What follows belongs to an exercise in optimizing a design on an open flow for small area, a short achievable clock period and few clock cycles per item; a production flow would make more cautious choices. At most, simulation tests tie the RTL to the original design; equivalence was not proved.

Design mat_engine_top, start of the top module:
module mat_engine_top (
    input  logic                           clk,
    input  logic                           rst_n,
    input  logic                           cmd_valid,
    input  logic [1:0]                     cmd_op,
    input  logic [mat_cfg_pkg::ADDR_W-1:0] cmd_addr,
    input  logic [mat_cfg_pkg::OPND_W-1:0] cmd_data,
    input  logic [mat_cfg_pkg::ADDR_W-1:0] rd_addr,
    output logic [mat_cfg_pkg::ACC_W-1:0]  rd_data,
    output logic                           busy,
    output logic                           done
);
Size: ~3100 cells after synthesis, roughly 43 I/O pins, roughly 0.047 sq mm of cells after synthesis.
make LEC_CHECK=0 CAP_MARGIN=20 CORE_MARGIN=2 CORE_UTILIZATION=55 PLACE_DENSITY=0.7 SETUP_SLACK_MARGIN=4.0 SLEW_MARGIN=20 finish   # period 8.5 ns
run.sh (not shown) runs the stock make flow with config.mk's settings and CLKGATE_MAP_FILE= SYNTH_SCRIPT=/design/flow/synth_recipe.tcl, a recipe that flattens the netlist after the stock synthesis.
Testbench counts at the start, summed over its fixed seeds: cycles 12,816, items 480.
Next try:
- CORE_UTILIZATION: 55 -> 65
- PLACE_DENSITY: 0.7 -> 0.75
- SETUP_SLACK_MARGIN: 4.0 -> 3.5
Outcome: Design area went down by 3.7%; synthesized cell count stays the same; sequential cell count stays the same; setup slack is worse by 9.1 ps; final cell count drops by 5.3%.
Next try:
- CORE_UTILIZATION: 65 -> 55
- CTS_BUF_LIST: default -> sky130_fd_sc_hd__clkbuf_16
- CTS_CLUSTER_DIAMETER: default -> 80
- CTS_CLUSTER_SIZE: default -> 24
- PLACE_DENSITY: 0.75 -> 0.7
- TNS_END_PERCENT: default -> 20
Effect:
- worst setup slack loses 49 ps
- worst hold slack is better by 16 ps
Next try:
- GPL_TIMING_DRIVEN: default -> 0
- TNS_END_PERCENT: 20 -> default
What happened:
- The changed run went through all stages and came out clean
- via count climbs by 6.3%
- die area stays the same
- synthesized cell count stays the same
- fmax hardly moves
- final cell count climbs by 4.5%
- worst setup slack is better by 12 ps
Next try:
- CTS_CLUSTER_DIAMETER: 80 -> default
- CTS_CLUSTER_SIZE: 24 -> 20
- GPL_TIMING_DRIVEN: 0 -> default
Clock-buffer cell count climbs by 44.
Core utilization drops by 0.47 points.
Global-route usage drops by 4.4 points.
Die area stays the same.
Design area drops by 0.77%.
Clock skew climbs by 5.3 ps.
First-iteration DRC count drops by 16%.
Worst setup slack gets better by 66 ps.
Flip-flop and latch count stays the same.


mat_engine_top, a different RTL version from the one above (not shown whole).
Size: roughly 43 I/O pins.
export LEC_CHECK = 0
export CAP_MARGIN = 20
export CORE_MARGIN = 2
export CORE_UTILIZATION = 40
export PLACE_DENSITY = 0.6
export SETUP_SLACK_MARGIN = 3.5
export SLEW_MARGIN = 20
create_clock -name core_clock -period 8.5 [get_ports {clk}]
Then changed:
Settings changed: CORE_UTILIZATION 40 to 55, PLACE_DENSITY 0.6 to 0.7.
What happened:
- The changed run completed with no timing, DRC or antenna violations
- core utilization went up by 17 points
- synthesized cell count is unchanged
- global-route usage rises by 9.5 points
- final cell count drops by 9.4%
- clock skew is higher by 0.038 ns
- hold slack is worse by 0.042 ns
- worst setup slack gains 0.089 ns
Then changed:
Settings changed: CORE_UTILIZATION 55 to 40, PLACE_DENSITY 0.7 to 0.6, SETUP_SLACK_MARGIN 3.5 to 4.0.
Result:
- via count increases slightly
- hold slack is better by 0.025 ns
- design area increases by a few percent
- clock-buffer cell count came out higher by 3
- sequential cell count is unchanged
- wire length rises by a few percent
Then changed:
Settings changed: ABC_CLOCK_PERIOD_IN_PS set to 3500, SETUP_SLACK_MARGIN 4.0 to 3.5.
What happened: Hold slack improved by 0.017 ns; setup slack got worse by 0.16 ns; via count shrinks by 2.7%; first-iteration DRC count went down by 4.9%; clock-buffer cell count goes down by 4; core utilization drops by 2.6 points; fmax shrinks by 3.2%; routed wire length drops by 6.2%; final area goes down by 5.4%.
Function was not checked in any run of this note: the RTL went through the layout flow alone.

## re-timing with driven ports
In the flow no input, the clock included, has a driving cell. The finished layouts below were timed again as built, in two steps.
Step 1 assumes that a clkbuf_16 drives the clock port and a buf_2 every other input.
Step 2 times the ports against the registers' clock, not the clock port: input delays grow and output delays shrink by t, the midpoint of the rising clock arrivals with the driver on.
Slacks: ideal ports / drivers / drivers and shift; pairs: ideal ports / drivers.
| run | t, ns | setup slack, ns | clock arrival spread, ns | worst register clock-pin slew, ns | pins driven straight from the clock port |
|---|---|---|---|---|---|
| the first run of note 1 | 0.725 | 3.465 / 3.088 / 3.088 | 0.030 / 0.030 | 0.06 / 0.06 | 1 |
| the second run of note 1 | 0.724 | 3.456 / 3.205 / 3.205 | 0.048 / 0.048 | 0.07 / 0.07 | 1 |
| the third run of note 1 | 0.705 | 3.406 / 3.125 / 3.125 | 0.036 / 0.036 | 0.10 / 0.10 | 1 |
| the fourth run of note 1 | 0.689 | 3.419 / 3.263 / 3.263 | 0.024 / 0.023 | 0.10 / 0.10 | 1 |
| the fifth run of note 1 | 0.716 | 3.485 / 3.146 / 3.146 | 0.026 / 0.026 | 0.07 / 0.07 | 1 |
| the first run of note 2 | 0.734 | 3.368 / 3.193 / 2.813 | 0.067 / 0.067 | 0.07 / 0.07 | 1 |
| the second run of note 2 | 0.716 | 3.457 / 3.223 / 2.861 | 0.103 / 0.103 | 0.07 / 0.07 | 1 |
| the third run of note 2 | 0.750 | 3.531 / 3.018 / 3.018 | 0.032 / 0.032 | 0.07 / 0.07 | 1 |
| the fourth run of note 2 | 0.734 | 3.368 / 3.193 / 2.813 | 0.067 / 0.067 | 0.07 / 0.07 | 1 |
After both steps setup and hold are still met in every run listed. The setup slack of the second run of note 2, which loses most, moves by -0.234 ns with the drivers and by -0.596 ns with both steps.
